This is an optimization exercise on Yosys and OpenROAD, whose aim is small area, a short achievable clock period and few clock cycles per item, not a production implementation.
Where RTL was checked, it was by simulation tests only, not by an equivalence proof against the original.
For run 4, only the layout was checked, not whether the RTL still works.
Power figures rest on the tool's default switching activity, not on a simulated workload.

## flow/design.v (module list and top-level ports; edited modules follow where they fit)
// module strassen_mul_pipe: 3146 lines
// module strassen_seq_mac: 68 lines
module strassen_seq_mac #(
  parameter int WIDTH   = 16,
  parameter int MUL_LAT = 2
) (
  input  logic                       clk,
  input  logic                       rst_n,
  input  logic                       in_valid,
  output logic                       in_ready,
  input  logic [4*WIDTH-1:0]         a_i,
  input  logic [4*WIDTH-1:0]         b_i,
  output logic                       out_valid,
  input  logic                       out_ready,
  output logic [4*(2*WIDTH+1)-1:0]   c_o,
  output logic                       busy
);
  // ...
==> flow/run.sh <==
#!/bin/bash
# synth_recipe.tcl (not shown) runs the flow's synth.tcl, then flattens the netlist and writes it again
# the make line also repeats each setting of config.mk as NAME=value (left out here)
make -C /OpenROAD-flow-scripts/flow DESIGN_CONFIG=/design/flow/config.mk WORK_HOME=/design/flow/orfs CLKGATE_MAP_FILE= SYNTH_SCRIPT=/design/flow/synth_recipe.tcl finish
==> flow/config.mk <==
export PLATFORM = sky130hd
export DESIGN_NAME = strassen_seq_mac
export DESIGN_NICKNAME = strassen_seq_mac
export VERILOG_FILES = /design/flow/design.v
export SDC_FILE = /design/flow/constraint.sdc
export NUM_CORES = 4
export LEC_CHECK = 0
export CAP_MARGIN = 20
export CORE_MARGIN = 2
export CORE_UTILIZATION = 40
export SLEW_MARGIN = 20
==> flow/constraint.sdc <==
create_clock -name core_clock -period 11.0 [get_ports {clk}]
set_input_delay 2.2000 -clock core_clock [delete_from_list [all_inputs] [get_ports {clk}]]
set_output_delay 2.2000 -clock core_clock [all_outputs]
set_load 0.01 [all_outputs]
==> impl_metrics.toml, run 1 <==
[status]
outcome = "complete, no violations"

[synthesis]
ys_types = 67
synth_xor_area_frac = 0.0109
synthSimpleGateAreaFrac = 0.134
synth_top_family_by_area = "adder cells"
synth.most_common_cell = "inv_1"

[sta]
skew_ns = 0.0526
report.final.hold_viol_count = 0
fin_crit_sh = 0.431
setup_tns_ns = 0
fmax_ghz = 0.211
whs_ns = 0.469

[die]
die-height_um = 477
dieWidth_um = 477
fp.dieArea_um2 = 228000
io_pins = 267

[pwr]
sequentialPower_uw = 6640
p_clk_frac = 0.109
p_clk_uw = 3670

[final_layout]
regMostFlops = "c_q"
antenna_cells = 18
largest_cell_class = "multi-input combinational cells"
final_common_cell = "inv_1"
nonClkBufAreaFrac = 0.0378
largest_reg_flops = 132

[cts]
cts_tree = "yes"
post_cts_resized = 0

[grt]
grt.overflow.total = 0
grt_max_degree = 156

[drt]
maxUsedRoutingLayer = "met5"
ant_nets = 0
wl_per_cell_um = 23.7
wl_met2_mm = 127
avgViaCountPerCell = 5.19

[critical_path]
crit_chain = "inv_1 > fa_1 > inv_1 > fa_1 > ha_1 > nor2b_1 > o21ai_0 > a21boi_0 > o211a_1 > o311ai_1 > a21oi_1 > o311ai_1 > o21ai_0 > a21o_1"
max_stage_delay_ns = 0.54
crit_family = "compound AO/OA/AOI/OAI gates"
startpoint = "u_c21.r1331$_DFFE_PP_"

[worst_hold_path]
hold_depth = 1
hold_start = "sk_a_q[37]$_DFF_P_"

[placed_design]
hpwlAfterDp_mm = 176
Testbench counts, summed over its fixed seeds: cycles 984, items 960.
==> run 2, diff against run 1 <==
==> flow/flow/run.sh (new file) <==
#!/bin/bash
# Own layout flow: the standard synthesis, then an inverter clean-up of the
# synthesized netlist (polfix.py: full adders take whichever polarity needs the
# fewest inverters), then the standard layout steps from floorplan to finish.
# MARGIN (ns) asks ORFS's timing repair to aim below the design's period.
set -euo pipefail
W=$(pwd)
R=$W/orfs/results/${FLOW_PLATFORM}/strassen_seq_mac/base
EXTRA=()
if [[ -f flow/extra.txt ]]; then
  while read -r kv; do [[ -n "$kv" ]] && EXTRA+=("$kv"); done < flow/extra.txt
fi
bash standard.sh synth > "$W/synth.log" 2>&1
cp "$R/1_2_yosys.v" "$W/synth_netlist.v"
python3 flow/polfix.py "$W/synth_netlist.v" "$W/polfix_netlist.v" > "$W/polfix.log" 2>&1
cp "$W/polfix_netlist.v" "$R/1_2_yosys.v"
rm -f "$R/1_synth.odb" "$R/1_synth.sdc"
bash standard.sh "${EXTRA[@]}" finish > "$W/layout.log" 2>&1
test -f "$W/out/final.def"
==> flow/flow/extra.txt (new file) <==
SETUP_SLACK_MARGIN=7
==> flow/flow/polfix.py (new file) <==
#!/usr/bin/env python3
"""Inverter clean-up for a Yosys gate netlist (sky130hd), between synthesis and floorplan.

Full adders are self-dual: fa(~a, ~b, ~c) = (~cout, ~sum).  Yosys's extract_fa leaves an
inverter on many adder-to-adder links.  This pass gives each fa cell a polarity (flipped or
not), removes every inverter cell whose output is not a port, and adds back one inverter per
signal whose complement some pin still needs.  Gates with a complementary cell (and2/nand2,
a21o/a21oi, ...) are swapped to that cell when every load wants the complement.
The logic function of every register input and output port is unchanged; registers are not
touched.

usage: polfix.py IN.v OUT.v
"""
import random
import re
import sys

PFX = "sky130_fd_sc_hd__"

# complementary cells: same inputs, output X <-> Y
PAIRS = [
    ("and2", "nand2"), ("and3", "nand3"), ("and4", "nand4"),
    ("or2", "nor2"), ("or3", "nor3"), ("or4", "nor4"),
    ("xor2", "xnor2"), ("xor3", "xnor3"),
    ("a21o", "a21oi"), ("a211o", "a211oi"), ("a2111o", "a2111oi"),
    ("a22o", "a22oi"), ("a221o", "a221oi"), ("a311o", "a311oi"),
    ("a31o", "a31oi"), ("a32o", "a32oi"), ("a41o", "a41oi"),
    ("o21a", "o21ai"), ("o211a", "o211ai"), ("o2111a", "o2111ai"),
    ("o22a", "o22ai"), ("o221a", "o221ai"), ("o311a", "o311ai"),
    ("o31a", "o31ai"), ("o32a", "o32ai"), ("o41a", "o41ai"),
    ("a21bo", "a21boi"), ("o21ba", "o21bai"),
]
SIZES = {
    "and2": [0, 1, 2, 4], "nand2": [1, 2, 4, 8], "and3": [1, 2, 4], "nand3": [1, 2, 4],
    "and4": [1, 2, 4], "nand4": [1, 2, 4], "or2": [0, 1, 2, 4], "nor2": [1, 2, 4, 8],
    "or3": [1, 2, 4], "nor3": [1, 2, 4], "or4": [1, 2, 4], "nor4": [1, 2, 4],
    "xor2": [1, 2, 4], "xnor2": [1, 2, 4], "xor3": [1, 2, 4], "xnor3": [1, 2, 4],
    "a21o": [1, 2, 4], "a21oi": [1, 2, 4], "a211o": [1, 2, 4], "a211oi": [1, 2, 4],
    "a2111o": [1, 2, 4], "a2111oi": [0, 1, 2, 4], "a22o": [1, 2, 4], "a22oi": [1, 2, 4],
    "a221o": [1, 2, 4], "a221oi": [1, 2, 4], "a311o": [1, 2, 4], "a311oi": [1, 2, 4],
    "a31o": [1, 2, 4], "a31oi": [1, 2, 4], "a32o": [1, 2, 4], "a32oi": [1, 2, 4],
    "a41o": [1, 2, 4], "a41oi": [1, 2, 4], "o21a": [1, 2, 4], "o21ai": [0, 1, 2, 4],
    "o211a": [1, 2, 4], "o211ai": [1, 2, 4], "o2111a": [1, 2, 4], "o2111ai": [1, 2, 4],
    "o22a": [1, 2, 4], "o22ai": [1, 2, 4], "o221a": [1, 2, 4], "o221ai": [1, 2, 4],
    "o311a": [1, 2, 4], "o311ai": [0, 1, 2, 4], "o31a": [1, 2, 4], "o31ai": [1, 2, 4],
    "o32a": [1, 2, 4], "o32ai": [1, 2, 4], "o41a": [1, 2, 4], "o41ai": [1, 2, 4],
    "a21bo": [1, 2, 4], "a21boi": [0, 1, 2, 4], "o21ba": [1, 2, 4], "o21bai": [1, 2, 4],
}
COMP = {}
for a, b in PAIRS:
    COMP[a] = b
    COMP[b] = a
OUTPINS = {"X", "Y", "Q", "Q_N", "SUM", "COUT", "HI", "LO"}


def base_size(t):
    m = re.match(r"(\w+?)_(\d+)$", t)
    return m.group(1), int(m.group(2))


def comp_cell(t):
    b, s = base_size(t)
    if b not in COMP:
        return None
    c = COMP[b]
    sizes = SIZES[c]
    s2 = s if s in sizes else min(sizes, key=lambda z: (abs(z - s), -z))
    return f"{c}_{s2}"


def out_pin(b):
    # X for non-inverting cells, Y for inverting ones
    return "Y" if (b.endswith("i") or b.startswith("n") or b == "xnor2" or b == "xnor3"
                   or b in ("a21boi", "o21bai")) else "X"


CELL_RE = re.compile(r"^(\s*)(" + PFX + r"\w+)\s+(\S+)\s*\((.*?)\);\s*$", re.S | re.M)
PIN_RE = re.compile(r"\.(\w+)\(\s*(\\\S+\s|[^()\s][^()]*?)?\s*\)")


def norm(n):
    return n.strip() if n else None


def fmt(n):
    return n + " " if n.startswith("\\") else n


def main():
    src, dst = sys.argv[1], sys.argv[2]
    text = open(src).read()
    mods = text.count("\nmodule ")
    assert mods == 1 or text.startswith("module") , "expects one flat module"

    # ports
    hdr = re.search(r"module\s+\S+\s*\((.*?)\);", text, re.S)
    outports = set()
    for m in re.finditer(r"^\s*output\s+(\[\d+:\d+\]\s*)?(\S+);", text, re.M):
        rng, name = m.group(1), m.group(2)
        if rng:
            hi, lo = map(int, re.findall(r"\d+", rng))
            for i in range(min(hi, lo), max(hi, lo) + 1):
                outports.add(f"{name}[{i}]")
        else:
            outports.add(name)
    if re.search(r"^\s*assign\b", text, re.M):
        # assigns would be loads we cannot see; give up safely
        sys.stderr.write("polfix: netlist has assign statements; copying unchanged\n")
        open(dst, "w").write(text)
        return

    cells = []  # dict(type, name, pins{pin: net}, span)
    for m in CELL_RE.finditer(text):
        pins = {}
        for pm in PIN_RE.finditer(m.group(4)):
            pins[pm.group(1)] = norm(pm.group(2))
        cells.append({"type": m.group(2)[len(PFX):], "name": m.group(3), "pins": pins,
                      "span": m.span(), "indent": m.group(1)})

    drv = {}
    loads = {}
    for ci, c in enumerate(cells):
        for p, n in c["pins"].items():
            if n is None:
                continue
            if p in OUTPINS:
                drv[n] = (ci, p)
            else:
                loads.setdefault(n, []).append((ci, p))

    def is_inv(ci):
        c = cells[ci]
        b, _ = base_size(c["type"])
        return b in ("inv", "clkinv") and c["pins"].get("Y") not in outports

    inv = set(ci for ci in range(len(cells)) if is_inv(ci))

    def resolve(n):
        par = 0
        seen = 0
        while n in drv and drv[n][0] in inv:
            n = cells[drv[n][0]]["pins"]["A"]
            par ^= 1
            seen += 1
            if seen > 1000:
                raise RuntimeError("inverter loop")
        return n, par

    # load pins (non-inverter cells) with their root and parity
    lp = []  # (ci, pin, root, par)
    for ci, c in enumerate(cells):
        if ci in inv:
            continue
        for p, n in c["pins"].items():
            if p in OUTPINS or n is None:
                continue
            r, par = resolve(n)
            lp.append((ci, p, r, par))
    port_roots = {}
    for o in outports:
        r, par = resolve(o)
        if (r, par) != (o, 0):
            port_roots.setdefault(r, set()).add(par)
    for o in outports:
        if o in drv and drv[o][0] not in inv:
            port_roots.setdefault(o, set()).add(0)

    fa = [ci for ci, c in enumerate(cells) if base_size(c["type"])[0] == "fa"]
    x = {ci: 0 for ci in fa}

    def root_cell(r):
        d = drv.get(r)
        return d[0] if d else None

    by_root = {}
    for k, (ci, p, r, par) in enumerate(lp):
        by_root.setdefault(r, []).append(k)
    roots_of_fa = {ci: set() for ci in fa}
    for k, (ci, p, r, par) in enumerate(lp):
        if ci in x:
            roots_of_fa[ci].add(r)
    for ci in fa:
        for p in ("SUM", "COUT"):
            n = cells[ci]["pins"].get(p)
            if n is not None:
                roots_of_fa[ci].add(n)

    def needs(r):
        rc = root_cell(r)
        xr = x.get(rc, 0) if rc is not None else 0
        s = set()
        for k in by_root.get(r, []):
            ci, p, _, par = lp[k]
            s.add(par ^ xr ^ x.get(ci, 0))
        for par in port_roots.get(r, ()):
            s.add(100 + (par ^ xr))  # ports: marker values
        return s

    def cost(r):
        s = needs(r)
        if 101 in s and r in outports:
            return 1000
        pol = set(v % 100 for v in s)
        rc = root_cell(r)
        swappable = rc is not None and comp_cell(cells[rc]["type"]) is not None \
            and r not in outports and not any(v >= 100 for v in s)
        if swappable:
            return 0 if len(pol) <= 1 else 1
        return 1 if 1 in pol else 0

    base_cost = sum(cost(r) for r in by_root) + sum(cost(r) for r in port_roots if r not in by_root)
    rng = random.Random(1)
    total = base_cost
    for it in range(30):
        order = list(fa)
        rng.shuffle(order)
        improved = 0
        for ci in order:
            rs = roots_of_fa[ci]
            before = sum(cost(r) for r in rs)
            x[ci] ^= 1
            after = sum(cost(r) for r in rs)
            if after < before or (after == before and rng.random() < 0.1):
                total += after - before
                if after < before:
                    improved += 1
            else:
                x[ci] ^= 1
        if improved == 0 and it > 3:
            break
    sys.stderr.write(f"polfix: {len(inv)} inverters, {len(fa)} adders; cost {base_cost} -> {total}\n")

    # rebuild
    newpins = {}  # ci -> {pin: net}
    newtype = {}
    extra = []
    wires = []
    allroots = set(by_root) | set(port_roots)
    cnt = 0
    for r in sorted(allroots, key=str):
        rc = root_cell(r)
        xr = x.get(rc, 0) if rc is not None else 0
        s = needs(r)
        pol = set(v % 100 for v in s)
        swap = False
        if rc is not None and comp_cell(cells[rc]["type"]) is not None and r not in outports \
                and not any(v >= 100 for v in s) and pol == {1}:
            swap = True
            t2 = comp_cell(cells[rc]["type"])
            newtype[rc] = t2
            b_old = base_size(cells[rc]["type"])[0]
            po = out_pin(b_old)
            pn = out_pin(base_size(t2)[0])
            assert cells[rc]["pins"].get(po) == r, (cells[rc], r)
            d = newpins.setdefault(rc, dict(cells[rc]["pins"]))
            del d[po]
            d[pn] = r
        invnet = None
        if 1 in pol and not swap:
            cnt += 1
            invnet = f"polfix_n{cnt}"
            wires.append(invnet)
            extra.append(f"  {PFX}inv_1 polfix_i{cnt} (\n    .A({fmt(r)}),\n    .Y({invnet})\n  );")
        for k in by_root.get(r, []):
            ci, p, _, par = lp[k]
            want = par ^ xr ^ x.get(ci, 0)
            if swap:
                want ^= 1
            net = invnet if want else r
            d = newpins.setdefault(ci, dict(cells[ci]["pins"]))
            d[p] = net
    # inverters feeding output ports stay; keep their inputs resolved to the root too
    keep_inv = set()
    for o in outports:
        if o in drv and base_size(cells[drv[o][0]]["type"])[0] in ("inv", "clkinv"):
            keep_inv.add(drv[o][0])

    out = []
    pos = 0
    for ci, c in enumerate(cells):
        a, b = c["span"]
        out.append(text[pos:a])
        pos = b
        if ci in inv:
            continue
        t = newtype.get(ci, c["type"])
        pins = newpins.get(ci, c["pins"])
        body = ",\n".join(f"    .{p}({fmt(n) if n is not None else ''})" for p, n in pins.items())
        out.append(f"{c['indent']}{PFX}{t} {c['name']} (\n{body}\n  );\n")
    tail = text[pos:]
    idx = tail.rfind("endmodule")
    decl = "".join(f"  wire {w};\n" for w in wires)
    out.append(tail[:idx] + decl + "\n".join(extra) + "\n" + tail[idx:])
    res = "".join(out)
    open(dst, "w").write(res)
    sys.stderr.write(f"polfix: inverters now {cnt}, swapped {len(newtype)} gates\n")


if __name__ == "__main__":
    main()
==> flow/standard.sh (new file) <==
#!/bin/bash
# synth_recipe.tcl (not shown) runs the flow's synth.tcl, then flattens the netlist and writes it again
# the make line also repeats each setting of config.mk as NAME=value (left out here)
make -C /OpenROAD-flow-scripts/flow DESIGN_CONFIG=/design/flow/config.mk WORK_HOME=/design/flow/orfs CLKGATE_MAP_FILE= SYNTH_SCRIPT=/design/flow/synth_recipe.tcl "${@:-finish}"
--- a/flow/config.mk
+++ b/flow/config.mk
@@ -5,6 +5,7 @@
 export SDC_FILE = /design/flow/constraint.sdc
 export NUM_CORES = 4
 export LEC_CHECK = 0
+export ABC_CLOCK_PERIOD_IN_PS = 4000
 export CAP_MARGIN = 20
 export CORE_MARGIN = 2
 export CORE_UTILIZATION = 40
removed: flow/run.sh
==> impl_metrics.toml, run 2 <==
[sta]
report.final.hold_viol_count = 0
fin_crit_sh = 0.369
rsz0062_at_grt = "true"
setup_tns_ns = 0
fin_crit_ns = 4.06
max_slew_margin = 0.324
drv_slew = 0
worst_slew_pin_slew_ns = 1.01
setup_viol = 0
skew_ns = 0.0418
fmax_ghz = 0.246

[cts]
clk_latency_ns = 0.79
clock_path_buffers = 3
cts-root-buf = "clkbuf_16"
clk_pin_slew_ns = 0.06
cts_sinks = 880
cts_buffers = 105
cts_tree = "yes"
ctsHoldBuffers = 0
cts_max_level = 3

[die]
start_util = 0.401
die-height_um = 462
dieWidth_um = 462
coreArea_um2 = 209000
num_rows = 168
io_pins = 267
fp.dieArea_um2 = 213000

[critical_path]
setup.worst_path.class = "flip-flop to flip-flop"
crit_path_max_fanout = 5
crit_slowest_cell = "fa_1"
startpoint_type = "flip-flop"
max_stage_delay_ns = 0.56
arrival_ns = 4.59
critPathBufInv = 2
critPathRequiredTime_ns = 11.53
cp-end-kind = "flip-flop"
crit_family = "adder cells"
crit_chain = "buf_6 > bufbuf_16 > and2_1 > fa_1 > fa_2 > fa_1 > fa_2 > fa_1 > fa_2"

[pwr]
switching_share = 0.454
p_comb_frac = 0.691
leakagePower_uw = 0.0398
p_seq_frac = 0.200
switchingPower_uw = 15400
max-vdd-ir-drop_mv = 0.352
p_clk_frac = 0.108
power.density_nw_per_um2 = 354
intPower_uw = 18500

[synthesis]
synth_area_um2 = 83900
synth_fp_nets = 8610
postSynthCellCount = 6486
avgSynthCellArea_um2 = 12.9
yosys_warnings = 2

[drt]
drt-initial-drc-count = 5258
first_pass_iters = 6
wl_mm = 267
ant_nets = 0
drc = 0
wl_per_cell_um = 27.8
avgViaCountPerCell = 5.60
vias = 53795

[placed_design]
finalWeightedCongestion = 0.865
portBuffers = 266
hpwlAfterDp_mm = 165
place_area_um2 = 89600

[grt]
grt.overflow.total = 0
grtUsageTotal = 0.255
antenna_found_initial = 27
grt_max_degree = 150
grt_pass1_wl_mm = 396
grt_pass1_vias = 61081

[final_layout]
final_util = 0.459
final_area_um2 = 95800
drive_gt1_frac = 0.102
final_common_cell = "fa_1"
largest_reg_flops = 132
areaGrowthSynthToFinish_pct = 14.3
final_nets = 8818
layout_common_cells = "1754 x fa_1, 1590 x and2_1, 748 x edfxtp_1, 543 x nand2_1, 275 x inv_1"
regMostFlops = "c_q"

[worst_hold_path]
hp-class = "flip-flop to flip-flop"

[job]
drv_cap = 0

[status]
outcome = "complete, no violations"
-- run 2: what timing repair did --
item	4_1_cts	5_1_grt
endpoints found under the setup margin	355	317
cloned	17	7
gates resized for setup	150	173
pin swaps	33	90
setup buffers	59	34
-- run 2: worst reg2reg max path: cells and delay by family (launching register included) --
family	cells	cell delay (ns)
buf+inv	2	0.45
simple gates	1	0.17
fa+ha+maj	6	2.80
flops	1	0.39
-- run 2: layout make-up --
type                    instances  area [um^2]
well taps                    2805         3510
repair buffers                521         5830
diodes                         15         37.5
inverters                     279         1050
clock inverters                61          683
fillers                     18653       113000
multi-input cells            4907        56700
flip-flops and latches        880        25100
clock buffers                 137         2940
-- run 2: power groups by stage --
stage / clock (uW) / combinational [uW] / sequential [uW]
6_report: 3680 / 23500 / 6800
5_1_grt: 3880 / 26000 / 6950
4_1_cts: 3770 / 22900 / 6850
3_5_place_dp: 0 / 22300 / 6910
3_3_place_gp: 0 / 22000 / 6890
2_1_floorplan: 0 / 15000 / 6860
-- run 2: path summary, 6_finish.rpt --
path,cells past startpoint,end,slack (ns),startpoint
setup reg to reg,9,u_c22.r1396$_DFFE_PP_,6.94,a_q[36]$_DFFE_PP_
setup / recovery,9,u_c22.r1396$_DFFE_PP_,6.94,a_q[36]$_DFFE_PP_
hold reg to reg,1,sk_a_q[63]$_DFF_P_,0.47,sk_a_q[63]$_DFF_P_
hold / removal,1,sk_a_q[63]$_DFF_P_,0.47,sk_a_q[63]$_DFF_P_
-- run 2: routing by layer --
layer	part of all wire	global-route usage
met4	0.059	0.120
met3	0.10	0.0640
met5	0.00069	0
met2	0.48	0.424
met1	0.36	0.313
-- run 2: through the flow --
stage	hold WS, ns	total power [uW]	setup slack [ns]	cells
after global placement	0.452	28900	5.95	9275
after CTS	0.472	33600	6.81	9549
final	0.470	34000	6.94	9605
after detailed placement	0.457	29200	5.87	9275
after floorplan	0.446	21800	6.39	6486
after global routing	0.481	36800	6.88	9593
==> run 3, diff against run 2 <==
--- a/flow/config.mk
+++ b/flow/config.mk
@@ -5,7 +5,6 @@
 export SDC_FILE = /design/flow/constraint.sdc
 export NUM_CORES = 4
 export LEC_CHECK = 0
-export ABC_CLOCK_PERIOD_IN_PS = 4000
 export CAP_MARGIN = 20
 export CORE_MARGIN = 2
 export CORE_UTILIZATION = 40
removed: flow/flow/extra.txt
==> impl_metrics.toml, run 3 <==
[cts]
clock_path_buffers = 3
cts_tree = "yes"
post_cts_buffers = 0
cts_sinks = 880
clk_latency_ns = 0.80
post_cts_resized = 0
cts-root-buf = "clkbuf_16"
clk_pin_slew_ns = 0.07
cts_max_level = 3
ctsHoldBuffers = 0
cts_buffers = 107

[worst_hold_path]
hold_depth = 1
hp-class = "flip-flop to flip-flop"

[synthesis]
synth_fp_nets = 8610
yosys_warnings = 2
avgSynthCellArea_um2 = 12.9
postSynthCellCount = 6486
synth_area_um2 = 83900

[placed_design]
hpwlAfterDp_mm = 166
dp_cells = 9277
portBuffers = 266
dp_worst_setup_slack_ns = 6.20
finalWeightedCongestion = 0.873

[drt]
first_pass_iters = 6
ant_nets = 0
drc = 0
vias = 52577
wl_mm = 259
wl_per_cell_um = 27.3
avgViaCountPerCell = 5.54
drt-initial-drc-count = 4833

[sta]
report.final.hold_viol_count = 0
fin_crit_ns = 4.68
setup_tns_ns = 0
drv_slew = 0
skew_ns = 0.0448
setup_viol = 0
max_slew_margin = 0.311
rsz0062_at_grt = "false"
fin_crit_sh = 0.426
fin_ws_ns = 6.32
worst_slew_pin_slew_ns = 1.03
fmax_ghz = 0.214

[critical_path]
critPathRequiredTime_ns = 11.51
setup.worst_path.class = "flip-flop to flip-flop"
arrival_ns = 5.19
r2r_cells = 9
crit_path_max_fanout = 17
cp-end-kind = "flip-flop"
startpoint_type = "flip-flop"

[die]
fp.dieArea_um2 = 213000
die-height_um = 462
dieWidth_um = 462
io_pins = 267
start_util = 0.401
coreArea_um2 = 209000
num_rows = 168

[status]
outcome = "complete, no violations"

[final_layout]
areaGrowthSynthToFinish_pct = 11.2
final_nets = 8705
fin_cells = 9487
final_common_cell = "fa_1"
layout_common_cells = "1796 x fa_1, 1595 x and2_1, 748 x edfxtp_1, 549 x nand2_1, 279 x inv_1"
regMostFlops = "c_q"
largest_reg_flops = 132
drive_gt1_frac = 0.0704

[job]
drv_cap = 0

[grt]
grtUsageTotal = 0.250
grt.overflow.total = 0
grt_pass1_wl_mm = 389
grt_pass1_vias = 59614
grt_max_degree = 135
antenna_found_initial = 20

[pwr]
power.density_nw_per_um2 = 349
max-vdd-ir-drop_mv = 0.329
leakagePower_uw = 0.0387
p_total_uw = 32500
## run 3: where the power goes
| group | leakage [uW] | switching [uW] | internal, uW |
|---|---|---|---|
| Combinational | 0.0277 | 12600 | 9390 |
| Sequential | 0.00923 | 575 | 6260 |
| Clock | 0.00179 | 1580 | 2080 |
| Total | 0.0387 | 14800 | 17700 |
## run 3: area by class of cell
cell class	count	area, um^2
tap	2805	3510
antenna	6	15.0
fill	18967	116000
inverter	279	1050
timing repair buffer	406	3760
clock buffer	144	3160
sequential	880	25100
multi-input combinational	4907	56200
clock inverter	60	500
## run 3: final timing paths
kind,start,end,slack [ns]
max reg2reg,a_q[35]$_DFFE_PP_,u_c21.r1392$_DFFE_PP_,6.32
min,sk_a_q[60]$_DFF_P_,sk_a_q[60]$_DFF_P_,0.47
min reg2reg,sk_a_q[60]$_DFF_P_,sk_a_q[60]$_DFF_P_,0.47
max,a_q[35]$_DFFE_PP_,u_c21.r1392$_DFFE_PP_,6.32
## run 3: routing by layer
metal / GRT usage / wire length [um] / vias to the layer above
li1: - / - / 20818
met1: 0.315 / 96100 / 28087
met2: 0.417 / 127000 / 2918
met3: 0.0555 / 24100 / 744
met4: 0.102 / 11800 / 10
met5: 0 / 65 / -
## run 3: worst max-delay path, stage by stage (launching register included)
cell      delay (ns)
edfxtp_1        0.90
buf_4           0.41
nand2_1         0.12
fa_1            0.53
fa_1            0.43
fa_1            0.47
fa_1            0.53
inv_1           0.06
fa_1            0.56
fa_1            0.40
## run 3: stage by stage
stage | utilization | area, um^2 | hold slack [ns]
after global placement | 0.429 | 89600 | 0.453
after detailed placement | 0.429 | 89600 | 0.459
after floorplan | - | 83900 | 0.446
final | 0.446 | 93300 | 0.469
after CTS | 0.446 | 93200 | 0.472
after global routing | 0.446 | 93200 | 0.482
==> module strassen_seq_mac, before the edit <==
module strassen_seq_mac #(
  parameter int WIDTH   = 16,
  parameter int MUL_LAT = 2
) (
  input  logic                       clk,
  input  logic                       rst_n,
  input  logic                       in_valid,
  output logic                       in_ready,
  input  logic [4*WIDTH-1:0]         a_i,
  input  logic [4*WIDTH-1:0]         b_i,
  output logic                       out_valid,
  input  logic                       out_ready,
  output logic [4*(2*WIDTH+1)-1:0]   c_o,
  output logic                       busy
);
  localparam int W  = 16;
  localparam int OW = 2 * W + 1;
  logic            sk_v_q, v1_q, v2_q, v3_q;
  logic [4*W-1:0]  sk_a_q, sk_b_q;
  logic [4*W-1:0]  a_q, b_q;
  logic [4*OW-1:0] c_q;
  logic            adv, accept;
  logic [OW-1:0]   c11, c12, c21, c22;
  assign adv       = ~v3_q | out_ready;
  assign in_ready  = ~sk_v_q;
  assign accept    = in_valid & ~sk_v_q;
  assign out_valid = v3_q;
  assign busy      = sk_v_q | v1_q | v2_q | v3_q;
  assign c_o       = c_q;
  always_ff @(posedge clk) begin
    if (!rst_n) begin
      sk_v_q <= 1'b0;
      v1_q   <= 1'b0;
      v2_q   <= 1'b0;
      v3_q   <= 1'b0;
    end else if (adv) begin
      sk_v_q <= 1'b0;
      v1_q   <= sk_v_q | accept;
      v2_q   <= v1_q;
      v3_q   <= v2_q;
    end else begin
      sk_v_q <= sk_v_q | accept;
    end
  end
  always_ff @(posedge clk) begin
    if (!sk_v_q) begin
      sk_a_q <= a_i;
      sk_b_q <= b_i;
    end
  end
  always_ff @(posedge clk) begin
    if (adv) begin
      a_q <= sk_v_q ? sk_a_q : a_i;
      b_q <= sk_v_q ? sk_b_q : b_i;
    end
  end
  strassen_mul_pipe u_c11 (.clk(clk), .en(adv), .a(a_q[0*W +: W]), .b(b_q[0*W +: W]),
                           .c(a_q[1*W +: W]), .d(b_q[2*W +: W]), .s(c11));
  strassen_mul_pipe u_c12 (.clk(clk), .en(adv), .a(a_q[0*W +: W]), .b(b_q[1*W +: W]),
                           .c(a_q[1*W +: W]), .d(b_q[3*W +: W]), .s(c12));
  strassen_mul_pipe u_c21 (.clk(clk), .en(adv), .a(a_q[2*W +: W]), .b(b_q[0*W +: W]),
                           .c(a_q[3*W +: W]), .d(b_q[2*W +: W]), .s(c21));
  strassen_mul_pipe u_c22 (.clk(clk), .en(adv), .a(a_q[2*W +: W]), .b(b_q[1*W +: W]),
                           .c(a_q[3*W +: W]), .d(b_q[3*W +: W]), .s(c22));
  always_ff @(posedge clk) begin
    if (adv) c_q <= {c22, c21, c12, c11};
  end
endmodule
==> run 4, diff against run 3 <==
--- a/flow/design.v
+++ b/flow/design.v
@@ -3165,30 +3165,47 @@
   localparam int W  = 16;
   localparam int OW = 2 * W + 1;
   logic            sk_v_q, v1_q, v2_q, v3_q;
+  logic            sk_v_d, v1_d, v2_d, v3_d;
+  logic            rdy_q, busy_q;
   logic [4*W-1:0]  sk_a_q, sk_b_q;
   logic [4*W-1:0]  a_q, b_q;
   logic [4*OW-1:0] c_q;
   logic            adv, accept;
   logic [OW-1:0]   c11, c12, c21, c22;
   assign adv       = ~v3_q | out_ready;
-  assign in_ready  = ~sk_v_q;
+  assign in_ready  = rdy_q;
   assign accept    = in_valid & ~sk_v_q;
   assign out_valid = v3_q;
-  assign busy      = sk_v_q | v1_q | v2_q | v3_q;
+  assign busy      = busy_q;
   assign c_o       = c_q;
+  always_comb begin
+    if (adv) begin
+      sk_v_d = 1'b0;
+      v1_d   = sk_v_q | accept;
+      v2_d   = v1_q;
+      v3_d   = v2_q;
+    end else begin
+      sk_v_d = sk_v_q | accept;
+      v1_d   = v1_q;
+      v2_d   = v2_q;
+      v3_d   = v3_q;
+    end
+  end
   always_ff @(posedge clk) begin
     if (!rst_n) begin
       sk_v_q <= 1'b0;
       v1_q   <= 1'b0;
       v2_q   <= 1'b0;
       v3_q   <= 1'b0;
-    end else if (adv) begin
-      sk_v_q <= 1'b0;
-      v1_q   <= sk_v_q | accept;
-      v2_q   <= v1_q;
-      v3_q   <= v2_q;
+      rdy_q  <= 1'b1;
+      busy_q <= 1'b0;
     end else begin
-      sk_v_q <= sk_v_q | accept;
+      sk_v_q <= sk_v_d;
+      v1_q   <= v1_d;
+      v2_q   <= v2_d;
+      v3_q   <= v3_d;
+      rdy_q  <= ~sk_v_d;
+      busy_q <= sk_v_d | v1_d | v2_d | v3_d;
     end
   end
   always_ff @(posedge clk) begin
==> flow/flow/extra.txt (new file) <==
SETUP_SLACK_MARGIN=8
--- a/flow/config.mk
+++ b/flow/config.mk
@@ -5,6 +5,7 @@
 export SDC_FILE = /design/flow/constraint.sdc
 export NUM_CORES = 4
 export LEC_CHECK = 0
+export ABC_CLOCK_PERIOD_IN_PS = 4000
 export CAP_MARGIN = 20
 export CORE_MARGIN = 2
 export CORE_UTILIZATION = 40
==> impl_metrics.toml, run 4 <==
[final_layout]
areaGrowthSynthToFinish_pct = 27.1
largest_reg_flops = 132
final_area_um2 = 106000
multi_input_area_um2 = 59900
layout_common_cells = "1461 x and2_1, 1143 x fa_1, 748 x edfxtp_1, 653 x fa_2, 474 x nand2_1"
final_nets = 9297
seq_area_um2 = 25200
final_common_cell = "and2_1"
n_fill_cell = 17269
drive_gt1_frac = 0.318
regMostFlops = "c_q"

[drt]
avgViaCountPerCell = 5.66
wl_per_cell_um = 30.4
vias = 57030
ant_nets = 0
drt-initial-drc-count = 6200
first_pass_iters = 6
wl_mm = 306
drc = 0

[sta]
max_slew_margin = 0.279
report.final.hold_viol_count = 0
fin_crit_ns = 4.10
skew_ns = 0.0504
worst_slew_pin_slew_ns = 1.08
fmax_ghz = 0.244
setup_viol = 0
fin_crit_sh = 0.373
drv_slew = 0
rsz0062_at_grt = "true"

[critical_path]
cpMostUsedCell = "fa_1"
crit_path_max_fanout = 6
startpoint = "u_c22.r1387$_DFFE_PN_"
cp-endpoint = "c_q[129]$_DFFE_PN_"
crit_slowest_cell = "fa_1"
rrSetupSlack_ns = 6.90
startpoint_type = "flip-flop"
setup.worst_path.class = "flip-flop to flip-flop"
crit_chain = "fa_1 > fa_1 > ha_4 > o21ai_0 > a21oi_1 > a221oi_2 > a2bb2oi_2 > o31ai_4 > o41ai_4 > buf_4 > o21ai_4 > o31a_1 > a311o_1"
critPathRequiredTime_ns = 11.54
timing.rr.start = "u_c22.r1387$_DFFE_PN_"
cp-end-kind = "flip-flop"
arrival_ns = 4.64
rr_endpoint = "c_q[129]$_DFFE_PN_"
max_stage_delay_ns = 0.66
r2r_cells = 13

[pwr]
switching_share = 0.438
leakagePower_uw = 0.0436
max-vdd-ir-drop_mv = 0.356
p_seq_frac = 0.176
power.density_nw_per_um2 = 362
switchingPower_uw = 16900
p_total_uw = 38500
intPower_uw = 21700
p_comb_frac = 0.729
p_clk_frac = 0.095

[die]
num_rows = 167
die-height_um = 461
coreArea_um2 = 207000
io_pins = 267
start_util = 0.403
dieWidth_um = 461
fp.dieArea_um2 = 213000

[cts]
cts_sinks = 882
cts_tree = "yes"
cts_buffers = 104
cts-root-buf = "clkbuf_16"
cts_max_level = 3
clock_path_buffers = 3
ctsHoldBuffers = 0
clk_pin_slew_ns = 0.07
clk_latency_ns = 0.81

[placed_design]
hpwlAfterDp_mm = 160
portBuffers = 266
place_area_um2 = 89800
finalWeightedCongestion = 0.849

[synthesis]
yosys_warnings = 2
avgSynthCellArea_um2 = 13.0
postSynthCellCount = 6430
synth_fp_nets = 8554
synth_area_um2 = 83700

[grt]
grtUsageTotal = 0.290
grt_pass1_vias = 64068
grt_pass1_wl_mm = 439
antenna_found_initial = 42
grt_max_degree = 89
grt.overflow.total = 0

[worst_hold_path]
hp-class = "flip-flop to flip-flop"

[status]
outcome = "complete, no violations"

[job]
drv_cap = 0
==> run 4: cell types whose count changed in the layout (fill, tap and decap cells not counted), moves of 75 or more <==
cell             previous run  this run
nand2_1                   549       474
buf_4                     136       306
and2_4                      0       129
buf_12                      4       144
and2_1                   1595      1461
fa_1                     1796      1143
buf_6                       0       175
clkdlybuf4s50_1           266       130
fa_2                        0       653
buf_2                       0       119
==> run 4: layout make-up <==
| class | count | area share |
|---|---|---|
| Clock buffer | 133 | 0.0270 |
| Multi-Input combinational cell | 4867 | 0.563 |
| Sequential cell | 882 | 0.236 |
| Clock inverter | 60 | 0.00660 |
| Tap cell | 2788 | 0.0328 |
| Inverter | 274 | 0.00970 |
| Antenna cell | 30 | 0.000706 |
| Timing Repair inverter | 1 | 0.0000470 |
| Timing Repair Buffer | 1043 | 0.124 |
==> run 4: critical path: cells and delay by family, from the launching register on <==
family                   cells  cell delay, ns
flip-flops                   1            0.40
adder cells (fa/ha/maj)      3            1.45
AO/OA/AOI/OAI                9            1.77
buffers and inverters        1            0.20
==> run 4: layer usage <==
metal	track usage	part of all wire	vias up
met5	0	0.00062	-
met3	0.104	0.12	1229
met4	0.176	0.071	28
li1	-	-	22003
met1	0.343	0.35	29963
met2	0.452	0.46	3807
==> run 4: what timing repair did <==
action,in CTS,in global routing
setup endpoints to repair,1282,989
gates resized for setup,1917,390
gates cloned,98,8
buffers inserted,375,161
pin swaps,481,414
==> run 4: power groups by stage <==
stage	logic [uW]	registers [uW]	clock network, uW
floorplan	14800	6850	0
global placement	21200	6830	0
detailed placement	21500	6860	0
CTS	25600	6810	3730
global route	30500	6910	3850
finish	28100	6770	3660
==> run 4: worst min-delay path by stage <==
stage	from	to	slack, ns	cells past startpoint
6_report	sk_a_q[25]$_DFF_P_	sk_a_q[25]$_DFF_P_	0.47	1
5_1_grt	sk_b_q[49]$_DFF_P_	sk_b_q[49]$_DFF_P_	0.48	1
4_1_cts	sk_a_q[25]$_DFF_P_	sk_a_q[25]$_DFF_P_	0.47	1
3_5_place_dp	sk_a_q[31]$_DFF_P_	sk_a_q[31]$_DFF_P_	0.46	1
3_3_place_gp	sk_b_q[6]$_DFF_P_	sk_b_q[6]$_DFF_P_	0.45	1
2_1_floorplan	sk_a_q[0]$_DFF_P_	sk_a_q[0]$_DFF_P_	0.45	1
==> run 4: per-stage QoR <==
step                setup TNS (ns)  utilization  hold WS [ns]  std cells  setup WS [ns]
floorplan                 -2327.35            -         0.446       6430          -3.11
global placement                 0        0.433         0.451       9212           5.74
detailed placement               0        0.433         0.459       9212           5.69
CTS                              0        0.498         0.472       9878           6.88
global route                     0        0.512         0.482      10051           6.77
finish                           0        0.513         0.471      10078           6.90

## afterwards: timing with drivers on the ports
The results above use ideal ports. As a check the final layouts listed here were re-extracted and re-timed, cells and wires unchanged. Step 1 sets driving cells, clkbuf_16 on the clock port and buf_2 on the other inputs (assumed; they add their load-dependent delay and slew). Step 2 adds t to the input delays and takes it off the output delays; t is the mean of the earliest and latest rising clock arrival at the registers after step 1. Input paths then give back, and output paths get back, about the clock's delay inside the block. a / b / c = ideal / step 1 / step 2; a / b = the first two.
| run | shift t [ns] | slack for setup (ns) | hold slack, ns | worst register clock-pin slew, ns | pins driven straight from the clock port |
|---|---|---|---|---|---|
| run 1 | 0.869 | 6.262 / 6.262 / 5.834 | 0.469 / 0.469 / 0.469 | 0.07 / 0.07 | 1 |
| run 2 | 0.861 | 6.937 / 6.937 / 6.340 | 0.470 / 0.470 / 0.470 | 0.07 / 0.07 | 1 |
| run 3 | 0.864 | 6.316 / 6.284 / 6.106 | 0.469 / 0.469 / 0.469 | 0.08 / 0.08 | 1 |
| run 4 | 0.873 | 6.901 / 6.901 / 6.901 | 0.471 / 0.471 / 0.471 | 0.08 / 0.08 | 1 |
After both steps setup and hold are still met in every run listed. The setup slack of run 2, which loses most, moves by 0.000 ns with the drivers and by -0.597 ns with both steps.
